Background: an optimization exercise with open tools, aiming at small area, a short achievable clock period and few clock cycles per item. Do not read the settings as production practice.
Function was checked by simulation only, so behaviour that the tests miss may differ from the original.
Power and IR drop assume default switching activity.

Design md2_digest_engine, start of the top module:
module md2_digest_engine (
	input  logic               clk,
	input  logic               arst_n,
	input  logic               push,
	output logic               full,
	input  logic [9:0]         item,
	output logic               empty,
	input  logic               pop,
	output logic [127:0]       result
);
For scale: about 600 flip-flops, roughly 140 I/O pins.
==> flow/config.mk <==
export PLATFORM = sky130hd
export DESIGN_NAME = md2_digest_engine
export DESIGN_NICKNAME = md2_digest_engine
export VERILOG_FILES = /design/flow/design.v
export SDC_FILE = /design/flow/constraint.sdc
export NUM_CORES = 4
export LEC_CHECK = 0
export CAP_MARGIN = 20
export CORE_MARGIN = 2
export CORE_UTILIZATION = 40
export CTS_BUF_LIST = sky130_fd_sc_hd__clkbuf_8
export SETUP_SLACK_MARGIN = 4.0
export SLEW_MARGIN = 20
==> flow/constraint.sdc <==
create_clock -name core_clock -period 7.0 [get_ports {clk}]
set_input_delay 1.4000 -clock core_clock [delete_from_list [all_inputs] [get_ports {clk}]]
set_output_delay 1.4000 -clock core_clock [all_outputs]
set_load 0.01 [all_outputs]
standard.sh (not shown) runs the stock make flow with config.mk's settings and CLKGATE_MAP_FILE= SYNTH_SCRIPT=/design/flow/synth_recipe.tcl, a recipe that flattens the netlist after the stock synthesis.
==> flow/flow/run.sh <==
#!/bin/bash
# The standard layout (the standard.sh: the standard synthesis and ORFS
# from floorplan to finish), with one change: the buffers that placement puts
# on every input and output port are the platform's smallest plain buffer.
set -e
export BUFFER_PORTS_ARGS="-buffer_cell sky130_fd_sc_hd__buf_1"
bash standard.sh > standard.log 2>&1
The baseline produced a clean layout.
Testbench counts at the start, summed over its fixed seeds: cycles 387,439, bytes 4,355.
Rerun with:
--- a/flow/config.mk
+++ b/flow/config.mk
@@ -9,5 +9,5 @@
 export CORE_MARGIN = 2
 export CORE_UTILIZATION = 40
-export CTS_BUF_LIST = sky130_fd_sc_hd__clkbuf_8
+export CTS_BUF_LIST = sky130_fd_sc_hd__clkbuf_4 sky130_fd_sc_hd__clkbuf_8
 export SETUP_SLACK_MARGIN = 4.0
 export SLEW_MARGIN = 20
Effect:
- wire length grows by about 0.5%
- total power grows by about 3%
- maximum frequency grows by about 0.33%
- cell area grows by about 1.1%
- cell count barely changes
Rerun with:
--- a/flow/config.mk
+++ b/flow/config.mk
@@ -9,5 +9,4 @@
 export CORE_MARGIN = 2
 export CORE_UTILIZATION = 40
-export CTS_BUF_LIST = sky130_fd_sc_hd__clkbuf_4 sky130_fd_sc_hd__clkbuf_8
-export SETUP_SLACK_MARGIN = 4.0
+export SETUP_SLACK_MARGIN = 4.4
 export SLEW_MARGIN = 20
The changed run completed with no timing, DRC or antenna violations.
Maximum frequency rises by 2.4%.
Clock-buffer cell count goes down by 72.
Final area went up by 6.6%.
Via count is higher by 0.53%.
Global-route usage is about the same.
Clock skew rises by 13 ps.
Die area is unchanged.
Power is higher by 11%.


md2_digest_engine, a different RTL version from the one above (not shown whole).
For scale: roughly 1,900 cells after synthesis, about 0.020 mm2 of cells after synthesis.
// md2_digest_engine
module md2_digest_engine (
	input  logic               clk,
	input  logic               arst_n,
	input  logic               push,
	output logic               full,
	input  logic [9:0]         item,
	output logic               empty,
	input  logic               pop,
	output logic [127:0]       result
);
Settings: LEC_CHECK=0, ABC_AREA=1, CAP_MARGIN=20, CORE_MARGIN=2, CORE_UTILIZATION=45, PLACE_DENSITY=0.5, SETUP_SLACK_MARGIN=4.2, SLEW_MARGIN=20; clock period 7.0 ns.
Scripts as last shown in full above: flow/flow/run.sh
Testbench counts at the start, summed over its fixed seeds: cycles 387,439, bytes 4,355.
Change:
Settings changed: ABC_AREA 1 to not set, CORE_UTILIZATION 45 to 40, PLACE_DENSITY 0.5 to not set, SETUP_SLACK_MARGIN 4.2 to 4.0.
After rerunning:
- The changed run finished clean
- die area increases by about a fifth
- count of clock-buffer cells in the layout goes up by 8
- cell area increases by a few percent
- first-iteration DRC count increases by well over a third
- sequential share of layout area drops by 2.7 points
- utilization went down by 4.4 points
- power goes up by roughly a tenth
- synthesized cell count is lower by about a fifth
- routed wire length climbs by a few percent
- global-route usage is lower by 2.1 points
Change:
Settings changed: ABC_AREA set to 1, PLACE_DENSITY set to 0.5, SETUP_SLACK_MARGIN 4.0 to 4.2.
Final area goes down by about 4.5%.
Synthesized area goes down by about 2%.
Core utilization goes down by 1.6 points.
Via count goes up by about 1.7%.
Global-route usage goes down by 0.29 points.
Non-clock buffer count goes down by 35.
Synthesized cell count goes up by 16%.
First-iteration DRC count goes down by about 6%.
Sequential share of layout area goes up by 2.5 points.
Cell count goes up by about 9%.
Power goes down by about 9%.

==> static timing again, ports no longer ideal <==
Ports are ideal in the flow. The routed layouts listed here were re-timed in OpenROAD.
Step 1 assumes that a clkbuf_16 drives the clock port and a buf_2 every other input.
Step 2 moves the port delays by t, midway between the first and last clock arrival at a register: inputs arrive t later, outputs are due t later. That takes back most of the time a late clock gives input paths.
a / b / c = no drivers / after step 1 / after step 2; a / b = the first two.
| run | t (ns) | slack for setup (ns) | worst hold slack (ns) | worst register clock-pin slew, ns |
|---|---|---|---|---|
| the first run of note 1 | 0.716 | 3.961 / 3.936 / 3.961 | 0.312 / 0.312 / 0.312 | 0.07 / 0.07 |
| the second run of note 1 | 0.719 | 3.971 / 3.930 / 3.971 | 0.315 / 0.315 / 0.315 | 0.07 / 0.07 |
| the third run of note 1 | 0.651 | 4.042 / 3.981 / 4.061 | 0.299 / 0.299 / 0.299 | 0.07 / 0.07 |
| the first run of note 2 | 0.655 | 4.163 / 4.109 / 3.811 | 0.313 / 0.313 / 0.313 | 0.07 / 0.07 |
| the second run of note 2 | 0.647 | 3.966 / 3.966 / 3.664 | 0.301 / 0.301 / 0.301 | 0.08 / 0.08 |
| the third run of note 2 | 0.675 | 4.148 / 4.090 / 3.757 | 0.318 / 0.318 / 0.318 | 0.07 / 0.07 |
After both steps setup and hold are still met in every run listed. The setup slack of the third run of note 2, which loses most, moves by -0.058 ns with the drivers and by -0.391 ns with both steps.
